Background: an optimization exercise with open tools, aiming at small area. Do not read the settings as production practice.
Function was checked by simulation only, so behaviour that the tests miss may differ from the original.
In every run shown here, the design's own scripts or RTL, not TritonCTS, make the clock network.
The clock port is modelled as an ideal driver, which makes a skipped or thinned clock tree look cheaper than it is; a real chip needs a root buffer or a tree.
No activity file was given, so power comes from the tool's default toggle rates.

===== design/flow/flow/run.sh =====
#!/bin/bash
# Standard synthesis, then the combinational logic re-mapped by ABC for area with the scripts in
# flow/*.abc, keeping the smallest result; registers stay exactly as the standard synthesis made
# them. Then the standard layout with plain buf_1 port buffers and the clock tree of
# flow/manual_cts.tcl: the clock port drives four clkbuf_16, each driving the clock pins of one
# cluster of flip-flops. Each tool's output goes to its own log in this folder.
set -euo pipefail
W=$PWD
R=$W/orfs/results/sky130hd/clock_ctrl/base
EXTRA=("BUFFER_PORTS_ARGS=-buffer_cell sky130_fd_sc_hd__buf_1"
       "PRE_CTS_TCL=$W/flow/manual_cts.tcl"
       "MANUAL_CTS_BUF=sky130_fd_sc_hd__clkbuf_16"
       "MANUAL_CTS_LEAVES=4")
# Extra make settings, one VAR=value per line
if [[ -f "$W/flow/make_args.txt" ]]; then
  while IFS= read -r line; do [[ -n "$line" ]] && EXTRA+=("$line"); done < "$W/flow/make_args.txt"
fi
LIB=$FLOW_HOME/platforms/sky130hd/lib/sky130_fd_sc_hd__tt_025C_1v80.lib

bash standard.sh "${EXTRA[@]}" "$R/1_2_yosys.v" > standard_synth.log 2>&1
cp "$R/1_2_yosys.v" "$W/synth_standard.v"

SEQ=$(grep -oE 'sky130_fd_sc_hd__(e?s?df|dl)[a-z0-9_]+' "$W/synth_standard.v" | sort -u | tr '\n' ' ')
for S in "$W"/flow/*.abc; do
  N=$(basename "$S" .abc)
  cat > "$W/resynth_$N.ys" <<EOF
read_liberty -ignore_miss_func $LIB
read_verilog $W/synth_standard.v
hierarchy -top $FLOW_TOP
setattr -mod -set keep_hierarchy 1 $SEQ
flatten
blackbox $SEQ
opt_clean -purge
abc -liberty $LIB -dont_use *lpflow* -dont_use *probe* -script $S
opt_clean -purge
hilomap -singleton -hicell sky130_fd_sc_hd__conb_1 HI -locell sky130_fd_sc_hd__conb_1 LO
insbuf -buf sky130_fd_sc_hd__buf_4 A X
opt_clean -purge
select $FLOW_TOP
tee -o $W/resynth_$N.stat stat -liberty $LIB
write_verilog -selected -noattr -nohex -nodec $W/synth_$N.v
EOF
  yosys -s "$W/resynth_$N.ys" > "resynth_$N.log" 2>&1 &
done
wait
BEST=""; BESTA=""
for S in "$W"/flow/*.abc; do
  N=$(basename "$S" .abc)
  A=$(grep -m1 "Chip area for module" "$W/resynth_$N.stat" | awk '{print $NF}' || true)
  echo "$N $A" >> resynth_areas.log
  if [[ -n "$A" && -s "$W/synth_$N.v" ]]; then
    if [[ -z "$BESTA" ]] || awk "BEGIN{exit !($A < $BESTA)}"; then BEST=$N; BESTA=$A; fi
  fi
done
echo "best $BEST $BESTA" >> resynth_areas.log
cp "$W/synth_$BEST.v" "$R/1_2_yosys.v"

bash standard.sh "${EXTRA[@]}" finish > standard_flow.log 2>&1

===== design/flow/flow/e.abc =====
strash
&get -n
&st
&deepsyn -T 100 -S 5
&dch -f
&nf -R 1000
&st
&deepsyn -T 60 -S 3
&dch
&nf -R 1000
&put
topo
stime -c

===== design/flow/flow/manual_cts.tcl =====
# Clock tree built directly: the clock port drives a few leaf buffers, each placed at the
# centre of a cluster of flip-flops and driving that cluster's clock pins. Every flip-flop
# sits behind exactly one buffer. Replaces clock_tree_synthesis for this small design.
proc clock_tree_synthesis { args } {
  set db [ord::get_db]
  set block [ord::get_db_block]
  set nleaf [expr { [info exists ::env(MANUAL_CTS_LEAVES)] ? $::env(MANUAL_CTS_LEAVES) : 4 }]
  set bufname [expr { [info exists ::env(MANUAL_CTS_BUF)] ? $::env(MANUAL_CTS_BUF) : "sky130_fd_sc_hd__clkbuf_8" }]
  set master [$db findMaster $bufname]
  set clk_port [$block findBTerm clock]
  set clk_net [$clk_port getNet]
  set sinks {}
  set xs {}
  set ys {}
  foreach it [$clk_net getITerms] {
    set inst [$it getInst]
    set bb [$inst getBBox]
    lappend sinks $it
    lappend xs [expr { ([$bb xMin] + [$bb xMax]) / 2.0 }]
    lappend ys [expr { ([$bb yMin] + [$bb yMax]) / 2.0 }]
  }
  set n [llength $sinks]
  # Balanced k-means: seed centres by sorting on angle around the centroid, then iterate
  set cx 0.0; set cy 0.0
  foreach x $xs y $ys { set cx [expr { $cx + $x }]; set cy [expr { $cy + $y }] }
  set cx [expr { $cx / $n }]; set cy [expr { $cy / $n }]
  set order {}
  for { set i 0 } { $i < $n } { incr i } {
    lappend order [list $i [expr { atan2([lindex $ys $i] - $cy, [lindex $xs $i] - $cx) }]]
  }
  set order [lsort -real -index 1 $order]
  set assign [lrepeat $n 0]
  set per [expr { int(ceil(double($n) / $nleaf)) }]
  set k 0
  foreach o $order {
    lset assign [lindex $o 0] [expr { $k / $per }]
    incr k
  }
  for { set iter 0 } { $iter < 20 } { incr iter } {
    set mx [lrepeat $nleaf 0.0]; set my [lrepeat $nleaf 0.0]; set mc [lrepeat $nleaf 0]
    for { set i 0 } { $i < $n } { incr i } {
      set a [lindex $assign $i]
      lset mx $a [expr { [lindex $mx $a] + [lindex $xs $i] }]
      lset my $a [expr { [lindex $my $a] + [lindex $ys $i] }]
      lset mc $a [expr { [lindex $mc $a] + 1 }]
    }
    for { set a 0 } { $a < $nleaf } { incr a } {
      if { [lindex $mc $a] > 0 } {
        lset mx $a [expr { [lindex $mx $a] / [lindex $mc $a] }]
        lset my $a [expr { [lindex $my $a] / [lindex $mc $a] }]
      }
    }
    # Capacity-limited assignment: nearest centre with room, sinks taken by distance
    set cand {}
    for { set i 0 } { $i < $n } { incr i } {
      for { set a 0 } { $a < $nleaf } { incr a } {
        set d [expr { abs([lindex $xs $i] - [lindex $mx $a]) + abs([lindex $ys $i] - [lindex $my $a]) }]
        lappend cand [list $i $a $d]
      }
    }
    set cand [lsort -real -index 2 $cand]
    set done [lrepeat $n 0]
    set cnt [lrepeat $nleaf 0]
    foreach c $cand {
      lassign $c i a d
      if { [lindex $done $i] || [lindex $cnt $a] >= $per } { continue }
      lset assign $i $a
      lset done $i 1
      lset cnt $a [expr { [lindex $cnt $a] + 1 }]
    }
  }
  for { set a 0 } { $a < $nleaf } { incr a } {
    set inst [odb::dbInst_create $block $master "clkbuf_leaf_$a"]
    set net [odb::dbNet_create $block "clknet_leaf_$a"]
    $net setSigType CLOCK
    [$inst findITerm A] connect $clk_net
    [$inst findITerm X] connect $net
    set w [[$inst getMaster] getWidth]
    set h [[$inst getMaster] getHeight]
    $inst setLocation [expr { int([lindex $mx $a] - $w / 2) }] [expr { int([lindex $my $a] - $h / 2) }]
    $inst setPlacementStatus PLACED
    set leafnet($a) $net
  }
  for { set i 0 } { $i < $n } { incr i } {
    set it [lindex $sinks $i]
    $it disconnect
    $it connect $leafnet([lindex $assign $i])
  }
  $clk_net setSigType CLOCK
  set_propagated_clock [all_clocks]
  puts "manual CTS: $n sinks, $nleaf leaf buffers $bufname, per-leaf [lrepeat 1 $cnt]"
}

===== design/flow/standard.sh =====
#!/bin/bash
# synth_recipe.tcl (not shown) runs the flow's synth.tcl, then flattens the netlist and writes it again
# the make line also repeats each setting of config.mk as NAME=value (left out here)
make -C /OpenROAD-flow-scripts/flow DESIGN_CONFIG=/design/flow/config.mk WORK_HOME=/design/flow/orfs CLKGATE_MAP_FILE= SYNTH_SCRIPT=/design/flow/synth_recipe.tcl "${@:-finish}"

===== design/flow/config.mk =====
export PLATFORM = sky130hd
export DESIGN_NAME = clock_ctrl
export DESIGN_NICKNAME = clock_ctrl
export VERILOG_FILES = /design/flow/design.v
export SDC_FILE = /design/flow/constraint.sdc
export NUM_CORES = 4
export LEC_CHECK = 0
export CAP_MARGIN = 0
export CORE_MARGIN = 2
export CORE_UTILIZATION = 40
export CTS_BUF_LIST = sky130_fd_sc_hd__clkbuf_8
export SLEW_MARGIN = 0

===== design/flow/constraint.sdc =====
create_clock -name core_clock -period 6.0 [get_ports {clock}]
set_input_delay 1.2000 -clock core_clock [delete_from_list [all_inputs] [get_ports {clock}]]
set_output_delay 1.2000 -clock core_clock [all_outputs]
set_load 0.01 [all_outputs]

===== design/flow/design.v =====
`timescale 1ns/1ps
`default_nettype none
package dps_pkg;
  localparam int NUM_DPS   = 4;   
  localparam int NUM_SENSE = 7;   
  localparam int PHASE_W         = 8;      
  localparam int STEP_W          = 11;     
  localparam int STEPS_PER_CYCLE = 1400;   
  localparam int PHASE_PER_CYCLE = 256;    
  typedef logic [PHASE_W-1:0] vme_phase_t;   
  typedef logic [STEP_W-1:0]  fine_step_t;   
  typedef enum logic [2:0] {
    ST_WAIT_MAIN = 3'd0,   
    ST_WAIT_DPS  = 3'd1,   
    ST_IDLE      = 3'd2,   
    ST_STEP      = 3'd3,   
    ST_WAIT_DONE = 3'd4,   
    ST_UNFIRE    = 3'd5    
  } dps_state_t;
  function automatic fine_step_t phase_to_step(input vme_phase_t phase);
    logic signed [31:0] scaled;
    scaled = $signed({24'd0, phase}) * STEPS_PER_CYCLE + PHASE_PER_CYCLE / 2;   
    scaled = scaled / PHASE_PER_CYCLE;                                          
    phase_to_step = scaled[STEP_W-1:0];
  endfunction
endpackage
`default_nettype wire
`timescale 1ns/1ps
`default_nettype none
module reset_lock_ctrl (
  input  logic clock,
  input  logic rst_n,
  input  logic lock_main,             
  input  logic global_reset_en,       
  output logic global_reset,          
  output logic clock_lock_lost_err,   
  output logic run_en                 
);
  logic startup_done;   
  logic first_lock;     
  assign first_lock = lock_main | startup_done;
  always_ff @(posedge clock or negedge rst_n) begin
    if (!rst_n) begin
      startup_done <= 1'b0;   
      global_reset <= 1'b1;   
    end else begin
      startup_done <= first_lock;                                      
      global_reset <= !first_lock || (!lock_main && global_reset_en);   
    end
  end
  assign clock_lock_lost_err = !global_reset && !lock_main;
  assign run_en = lock_main && !global_reset;   
endmodule
`default_nettype wire
`timescale 1ns/1ps
`default_nettype none
module phase_step_map (
  input  logic                                             clock,
  input  logic                                             rst_n,
  input  logic [dps_pkg::NUM_DPS-1:0]                      busy,        
  input  logic [dps_pkg::NUM_DPS*dps_pkg::PHASE_W-1:0]     dps_phase,   
  output logic [dps_pkg::NUM_DPS*dps_pkg::PHASE_W-1:0]     target       
);
  genvar ch;
  generate
    for (ch = 0; ch < dps_pkg::NUM_DPS; ch++) begin : g_chan
      always_ff @(posedge clock) begin
        if (!busy[ch]) begin
          target[ch*dps_pkg::PHASE_W +: dps_pkg::PHASE_W] <= dps_phase[ch*dps_pkg::PHASE_W +: dps_pkg::PHASE_W];
        end
      end
    end
  endgenerate
endmodule
`default_nettype wire
`timescale 1ns/1ps
`default_nettype none
module phaser (
  input  logic                 clock,
  input  logic                 rst_n,
  input  logic                 run_en,     
  input  logic                 dps_lock,   
  input  logic                 psdone,     
  input  logic                 fire,       
  input  logic                 clear,      
  input  dps_pkg::vme_phase_t  target,     
  output logic                 busy,       
  output logic                 psen,       
  output logic                 psincdec,   
  output logic [2:0]           sm_vec      
);
  logic [2:0] state;
  logic [7:0] idx;    
  logic [2:0] off;    
  logic go_up;
  logic arrived;
  logic off_zero;
  logic gap5;         
  logic gap5_prev;    
  logic [4:0] im1;
  logic wrap;         
  logic [7:0] tog;    
  logic [2:0] off_up;
  logic [2:0] off_dn;
  assign gap5      = ~(idx[0] ^ (idx[4] & (|idx[3:0])));
  assign im1       = idx[4:0] - 5'd1;
  assign gap5_prev = ~(im1[0] ^ (im1[4] & (|im1[3:0])));
  assign off_zero = ~(|off);
  logic [8:0] cu;
  logic [8:0] cd;
  always_comb begin
    cu[0] = 1'b0;
    cd[0] = ~off_zero;
    for (int b = 0; b < 8; b++) begin
      cu[b+1] = (target[b] & ~idx[b]) | (cu[b] & (target[b] | ~idx[b]));
      cd[b+1] = (idx[b] & ~target[b]) | (cd[b] & (idx[b] | ~target[b]));
    end
  end
  assign go_up    = cu[8];
  assign arrived  = ~cu[8] & ~cd[8];
  assign off_up = (off == 3'b110 && gap5) ? 3'b000 : {off[1:0], ~off[2]};
  assign off_dn = off_zero ? {1'b1, gap5_prev, 1'b0} : {~off[0], off[2:1]};
  assign wrap = go_up ? ((off == 3'b100) || (off == 3'b110 && gap5)) : off_zero;
  always_comb begin
    tog[0] = 1'b1;
    for (int b = 1; b < 8; b++) begin
      tog[b] = tog[b-1] & (idx[b-1] == go_up);
    end
  end
  assign busy   = state[2] | (state[1] & state[0]);
  assign psen   = state[2] & state[1];
  assign sm_vec = {state[2], state[1] & ~state[2], state[0]};
  always_ff @(posedge clock or negedge rst_n) begin
    if (!rst_n) begin
      state    <= dps_pkg::ST_WAIT_MAIN;
      idx      <= '0;
      off      <= '0;
      psincdec <= 1'b0;
    end else begin
      if (!run_en) begin
        state <= dps_pkg::ST_WAIT_MAIN;
      end else if (clear) begin
        state <= dps_pkg::ST_WAIT_DPS;
        idx   <= '0;
        off   <= '0;
      end else begin
        casez (state)
          3'b000: state <= dps_pkg::ST_WAIT_DPS;
          3'b001: if (dps_lock) state <= dps_pkg::ST_IDLE;
          3'b010: if (fire) state <= dps_pkg::ST_STEP;
          3'b011: begin
            if (arrived) begin
              state <= dps_pkg::ST_UNFIRE;
            end else begin
              psincdec <= go_up;
              state    <= 3'd6;   
              off      <= go_up ? off_up : off_dn;
              if (wrap) begin
                idx <= idx ^ tog;
              end
            end
          end
          3'b1?0: state <= psdone ? dps_pkg::ST_STEP : dps_pkg::ST_WAIT_DONE;
          3'b1?1: if (!fire) state <= dps_pkg::ST_IDLE;
        endcase
      end
    end
  end
endmodule
`default_nettype wire
`timescale 1ns/1ps
`default_nettype none
module clock_sense (
  input  logic                          clock,
  input  logic                          rst_n,
  input  logic [dps_pkg::NUM_SENSE-1:0] sense_in,   
  output logic [dps_pkg::NUM_SENSE-1:0] sense_ok    
);
  logic [dps_pkg::NUM_SENSE-1:0] rise_q;   
  logic [dps_pkg::NUM_SENSE-1:0] fall_q;   
  always_ff @(posedge clock or negedge rst_n) begin
    if (!rst_n) begin
      rise_q <= '0;
    end else begin
      rise_q <= sense_in;
    end
  end
  always_ff @(negedge clock or negedge rst_n) begin
    if (!rst_n) begin
      fall_q <= '0;
    end else begin
      fall_q <= sense_in;
    end
  end
  assign sense_ok = rise_q ^ fall_q;
endmodule
`default_nettype wire
`timescale 1ns/1ps
`default_nettype none
module clock_ctrl (
  input  logic        clock,
  input  logic        rst_n,
  input  logic        lock_main,             
  input  logic        global_reset_en,       
  input  logic [3:0]  dps_fire,              
  input  logic [3:0]  dps_reset,             
  input  logic [3:0]  dps_lock,              
  input  logic [3:0]  psdone,                
  input  logic [31:0] dps_phase,             
  input  logic [6:0]  clock_sense_in,        
  output logic        global_reset,
  output logic        clock_lock_lost_err,
  output logic [3:0]  dps_busy,              
  output logic [3:0]  psen,                  
  output logic [3:0]  psincdec,              
  output logic [11:0] dps_sm_vec,            
  output logic [6:0]  clock_sense_ok         
);
  logic                        run_en;   
  logic [dps_pkg::NUM_DPS*dps_pkg::PHASE_W-1:0]  target;   
  reset_lock_ctrl u_reset_lock_ctrl (
    .clock               (clock),
    .rst_n               (rst_n),
    .lock_main           (lock_main),
    .global_reset_en     (global_reset_en),
    .global_reset        (global_reset),
    .clock_lock_lost_err (clock_lock_lost_err),
    .run_en              (run_en)
  );
  phase_step_map u_phase_step_map (
    .clock     (clock),
    .rst_n     (rst_n),
    .busy      (dps_busy),
    .dps_phase (dps_phase),
    .target    (target)
  );
  genvar i;
  generate
    for (i = 0; i < dps_pkg::NUM_DPS; i++) begin : g_dps
      phaser u_phaser (
        .clock    (clock),
        .rst_n    (rst_n),
        .run_en   (run_en),
        .dps_lock (dps_lock[i]),
        .psdone   (psdone[i]),
        .fire     (dps_fire[i]),
        .clear    (dps_reset[i]),
        .target   (target[i*dps_pkg::PHASE_W +: dps_pkg::PHASE_W]),
        .busy     (dps_busy[i]),
        .psen     (psen[i]),
        .psincdec (psincdec[i]),
        .sm_vec   (dps_sm_vec[i*3 +: 3])
      );
    end
  endgenerate
  clock_sense u_clock_sense (
    .clock    (clock),
    .rst_n    (rst_n),
    .sense_in (clock_sense_in),
    .sense_ok (clock_sense_ok)
  );
endmodule
`default_nettype wire

==> run_results.csv, run 1 <==
group,metric,value,unit
power_and_ir_drop,p_per_area,210,nW/um^2
layout,final_nets,675,
layout,diodes,0,
sta,skew,0.0125,ns
synthesis,avgSynthCellArea,9.96,sq um
clock_network,clkSlewWorstSetupHoldPaths,0.10,ns
outcome,outcome,"no timing/DRC/antenna violations",
die,die_area,14100,sq um
setup_path,worst_setup_path_start_kind,"flop",
drt,post_drt_wl_per_cell,13.7,um
setup_path,critical_path.startpoint,"u_clock_sense.fall_q[5]",
global_routing,track_usage,0.149,
synthesis,ys_warn_count,4,
layout,drive_gt1_frac,0.0147,
die,start_util,0.413,
drt,drt_iter0_drc,268,
global_routing,grt-ovfl-total,0,
synthesis,synth_cells,528,
die,die_y,119,um
die,io_pins,92,
sta,setup_violations,0,
die,row_count,41,
power_and_ir_drop,clkPwrFrac,0.250,
synthesis,syn_nets,587,
placed_design,numPortBuffers,91,
layout,fillers,1263,
drt,ant_nets,0,
clock_network,cts_hold_buf,0,
setup_path,crit_path_end_kind,"output pin",
setup_path,r2r_start,"g_dps[2].u_phaser.idx[4]",
synthesis,netlist_area,5260,sq um
layout,seqCellArea,2860,sq um
clock_network,cts_resized,0,
global_routing,antenna_found_initial,0,
setup_path,cp.required,4.80,ns
layout,post-route-util,0.460,
sta,setup_tns,0,ns
hold_path,worstHoldStart,"u_reset_lock_ctrl.startup_done",
die,core-area,12700,sq um
drt,drt_drc_violations_left,0,
placed_design,place.gp.congestion,0.838,
power_and_ir_drop,intPower,956,uW
clock_network,post_cts_buffers,0,
drt,drt-total-wl,10800,um
drt,routed-via-count,4218,
power_and_ir_drop,p_switching,275,uW
power_and_ir_drop,pwr-share-seq,0.660,
global_routing,grt_pass1_wl,18300,um
hold_path,min-delay-path-class,"flop to flop",
die,die_w,119,um
layout,multi_input_area,2110,sq um
power_and_ir_drop,p_comb_frac,0.090,
power_and_ir_drop,p_sw_frac,0.223,
sta,tightest_slew,0.788,ns
placed_design,place_hpwl,8130,um
setup_path,arrival,3.88,ns
power_and_ir_drop,ir_drop,0.128,mV
sta,slew_viol_final,0,
setup_path,cp_max_fo,1,
setup_path,critical_path_class,"flop to output pin",
drt,vias_per_cell,5.37,
sta,hold_violations,0,
clock_network,worstSkewPairLatency,0.17,ns
power_and_ir_drop,p_leak,0.00230,uW
flow_run,max_cap_viol_count,0,
sta,rsz0062_at_grt,"no",
global_routing,grt_max_degree,59,
global_routing,grt_pass1_vias,3994,
sta,slew-limit-headroom,0.475,
layout,areaGrowthSynthToFinish,11.3,%
drt,dr.pass1.iters,4,
metrics by stage:
step / hold slack, ns / setup slack (ns) / cell area, sq um / cells / total power [uW]
finish: 0.405 / 0.922 / 5850 / 786 / 1230
global route: 0.457 / 0.863 / 5850 / 786 / 1290
CTS: 0.409 / 0.910 / 5850 / 786 / 1240
detailed placement: 0.394 / 1.11 / 5750 / 782 / 939
global placement: 0.385 / 1.13 / 5750 / 782 / 937
floorplan: 0.372 / 1.19 / 5260 / 528 / 891
path summary, 6_finish.rpt:
path                                                   to  slack, ns  cells after the start
max                                     clock_sense_ok[5]       0.92                      2
min in group asynchronous         u_clock_sense.rise_q[1]       0.92                      1
max reg2reg                      g_dps[2].u_phaser.idx[7]       1.91                     16
min reg2reg                u_reset_lock_ctrl.global_reset       0.41                      1
min                        u_reset_lock_ctrl.global_reset       0.41                      1
max in group asynchronous         u_clock_sense.fall_q[2]       1.94                      1
cells in the final DEF (no fill, tap or decap), drive strengths merged, types with 5 or more instances in the layout:
| cell | instances |
|---|---|
| a31oi | 6 |
| and2 | 10 |
| nor2b | 7 |
| xnor2 | 11 |
| dfrtn | 7 |
| clkbuf | 5 |
| a22oi | 8 |
| clkinv | 52 |
| a211oi | 6 |
| o22ai | 9 |
| and3 | 5 |
| nor2 | 39 |
| nand2 | 40 |
| o21ai | 36 |
| nor4 | 5 |
| a221oi | 6 |
| o221ai | 6 |
| dfrtp | 68 |
| or3 | 7 |
| edfxtp | 32 |
| a21oi | 37 |
| xor2 | 13 |
| nand2b | 9 |
| nor3 | 22 |
| a2bb2oi | 5 |
| nand3 | 17 |
| o21a | 7 |
| buf | 93 |
critical path: stages (launching register included):
cell and delay [ns]:
dfrtn_1 0.41, xor2_1 0.14, buf_1 0.17
flip-flops by register name (all words and copies together) (netlist names):
signal and flops:
g_dps.u_phaser.off 12, u_clock_sense.fall_q 7, g_dps.u_phaser.state 12, u_phase_step_map.target 32
u_clock_sense.rise_q 7, u_reset_lock_ctrl.startup_done 1, g_dps.u_phaser.idx 32, g_dps.u_phaser.psincdec 4
u_reset_lock_ctrl.global_reset 1
final cells by class:
| type | instances | share of cell area |
|---|---|---|
| buffer | 4 | 0.0171 |
| inverter | 52 | 0.0334 |
| multi-input combinational | 356 | 0.360 |
| sequential | 108 | 0.489 |
| tap | 172 | 0.0368 |
| timing repair buffer | 94 | 0.0629 |
per-layer routing:
layer,up-vias,wire (um),track usage
met1,2031,4980,0.204
li1,2085,-,-
met4,0,117,0.0201
met3,9,442,0.0140
met5,-,0,0
met2,93,5240,0.262
power groups by stage:
stage | sequential (uW) | combinational (uW) | clock, uW
final | 812 | 110 | 308
after global routing | 818 | 125 | 345
after CTS | 812 | 112 | 319
after detailed placement | 827 | 112 | 0
after global placement | 826 | 111 | 0
after floorplan | 821 | 69.7 | 0
==> run 2, diff against run 1 <==
--- a/design/flow/config.mk
+++ b/design/flow/config.mk
@@ -5,8 +5,8 @@
 export SDC_FILE = /design/flow/constraint.sdc
 export NUM_CORES = 4
 export LEC_CHECK = 0
-export CAP_MARGIN = 0
+export CAP_MARGIN = 20
 export CORE_MARGIN = 2
 export CORE_UTILIZATION = 40
 export CTS_BUF_LIST = sky130_fd_sc_hd__clkbuf_8
-export SLEW_MARGIN = 0
+export SLEW_MARGIN = 20
==> run 2 against run 1 <==
Net effect: final area unchanged; sequential cell count is the same; via count is the same; die area stayed put; worst hold slack did not move; synthesized area unchanged; sequential share of layout area unchanged; synthesized cell count did not move; wire length stayed put; combinational power about the same.
==> run_results.csv, run 2 <==
group,metric,value,unit
outcome,outcome,"no timing/DRC/antenna violations",
clock_network,cts_resized,0,
power_and_ir_drop,p_leak,0.00230,uW
synthesis,synth_cells,528,
layout,diodes,0,
drt,drt_iter0_drc,268,
sta,slew-limit-headroom,0.475,
synthesis,netlist_area,5260,sq um
setup_path,worst_setup_path_start_kind,"flop",
setup_path,critical_path_class,"flop to output pin",
layout,final_nets,675,
synthesis,ys_warn_count,4,
global_routing,met1_usage,0.204,
setup_path,cp.required,4.80,ns
global_routing,antenna_found_initial,0,
layout,largestRegisters,"g_dps.u_phaser.idx (32), u_phase_step_map.target (32)",
layout,areaGrowthSynthToFinish,11.3,%
global_routing,grt-ovfl-total,0,
placed_design,place_hpwl,8130,um
clock_network,cts_hold_buf,0,
setup_path,cp_cell_sequence,"xor2_1 > buf_1",
layout,final_common_cell,"buf_1",
setup_path,rrSetupSlack,1.91,ns
setup_path,crit_path_end_kind,"output pin",
sta,slew_viol_final,0,
placed_design,place.gp.congestion,0.838,
drt,drt-total-wl,10800,um
synthesis,avgSynthCellArea,9.96,sq um
power_and_ir_drop,p_per_area,210,nW/um^2
setup_path,cp_max_fo,1,
setup_path,crit_path_max_incr_delay,0.41,ns
layout,layout_common_cells,"buf_1 (90), dfrtp_1 (68), clkinv_1 (52)",
sta,setup_violations,0,
sta,setup_tns,0,ns
setup_path,critical-path-slowest-cell,"dfrtn_1",
drt,post_drt_wl_per_cell,13.7,um
clock_network,worstSkewPairLatency,0.17,ns
hold_path,min-delay-path-class,"flop to flop",
global_routing,grt_pass1_wl,18300,um
global_routing,grt.busiest_layer,"met2",
die,row_count,41,
die,die_area,14100,sq um
synthesis,syn_nets,587,
global_routing,grt_util_met3,0.0140,
drt,ant_nets,0,
placed_design,placed_area,5750,sq um
setup_path,arrival,3.88,ns
global_routing,grt_max_degree,59,
layout,fin_area,5850,sq um
global_routing,met2_usage,0.262,
sta,rsz0062_at_grt,"no",
sta,skew,0.0125,ns
die,die_y,119,um
drt,vias_per_cell,5.37,
power_and_ir_drop,power,1230,uW
die,core-area,12700,sq um
die,start_util,0.413,
setup_path,critical_path_buf_inv_count,1,
global_routing,grt_pass1_vias,3994,
flow_run,max_cap_viol_count,0,
layout,post-route-util,0.460,
die,io_pins,92,
global_routing,track_usage,0.149,
drt,dr.pass1.iters,4,
die,die_w,119,um
clock_network,clkSlewWorstSetupHoldPaths,0.10,ns
sta,hold_violations,0,
drt,drt_drc_violations_left,0,
drt,routed-via-count,4218,
layout,drive_gt1_frac,0.0147,
clock_network,post_cts_buffers,0,
power_and_ir_drop,ir_drop,0.128,mV
placed_design,numPortBuffers,91,
sta,tightest_slew,0.788,ns
setup_path,cp_top_family,"flip-flops",
==> run 2: path summary, 6_finish.rpt <==
check,start,to,cells past startpoint
worst max-delay path,u_clock_sense.fall_q[5],clock_sense_ok[5],2
worst min-delay path,u_reset_lock_ctrl.startup_done,u_reset_lock_ctrl.global_reset,1
worst max register to register,g_dps[2].u_phaser.idx[4],g_dps[2].u_phaser.idx[7],16
worst min register to register,u_reset_lock_ctrl.startup_done,u_reset_lock_ctrl.global_reset,1
max in group asynchronous,rst_n,u_clock_sense.fall_q[2],1
min in group asynchronous,rst_n,u_clock_sense.rise_q[1],1
==> run 2: layout make-up <==
cell class | instances | area, sq um
fill | 1263 | 6870
sequential | 108 | 2860
multi-input combinational | 356 | 2110
timing repair buffer | 94 | 368
tap | 172 | 215
inverter | 52 | 195
buffer | 4 | 100
==> run 2: where the power goes <==
group          switching [uW]  internal [uW]
registers                22.7            789
clock network             184            123
logic                    67.7           42.7
==> run 2: worst register-to-register path: stages (launching register included) <==
cell and delay [ns]:
dfrtp_1 0.45, clkinv_1 0.11, o22ai_1 0.20, a221oi_1 0.10, a222oi_1 0.34, a21oi_1 0.11, a221oi_1 0.28, or2_0 0.33
o21ai_0 0.17, a211oi_1 0.38, and3_1 0.26, mux2_1 0.20, a21boi_0 0.37, o21ai_0 0.29, nor2_1 0.21, o21ai_0 0.11
a21oi_1 0.12
==> run 2: through the flow <==
step	std cells	worst slack, ns	hold slack, ns
after CTS	786	0.910	0.409
after global placement	782	1.13	0.385
after global routing	786	0.863	0.457
after floorplan	528	1.19	0.372
final	786	0.922	0.405
after detailed placement	782	1.11	0.394
==> run 2: layer usage <==
metal | vias up | share of wire
met5 | - | 0
met4 | 0 | 0.011
met3 | 9 | 0.041
met2 | 93 | 0.49
met1 | 2031 | 0.46
li1 | 2085 | -
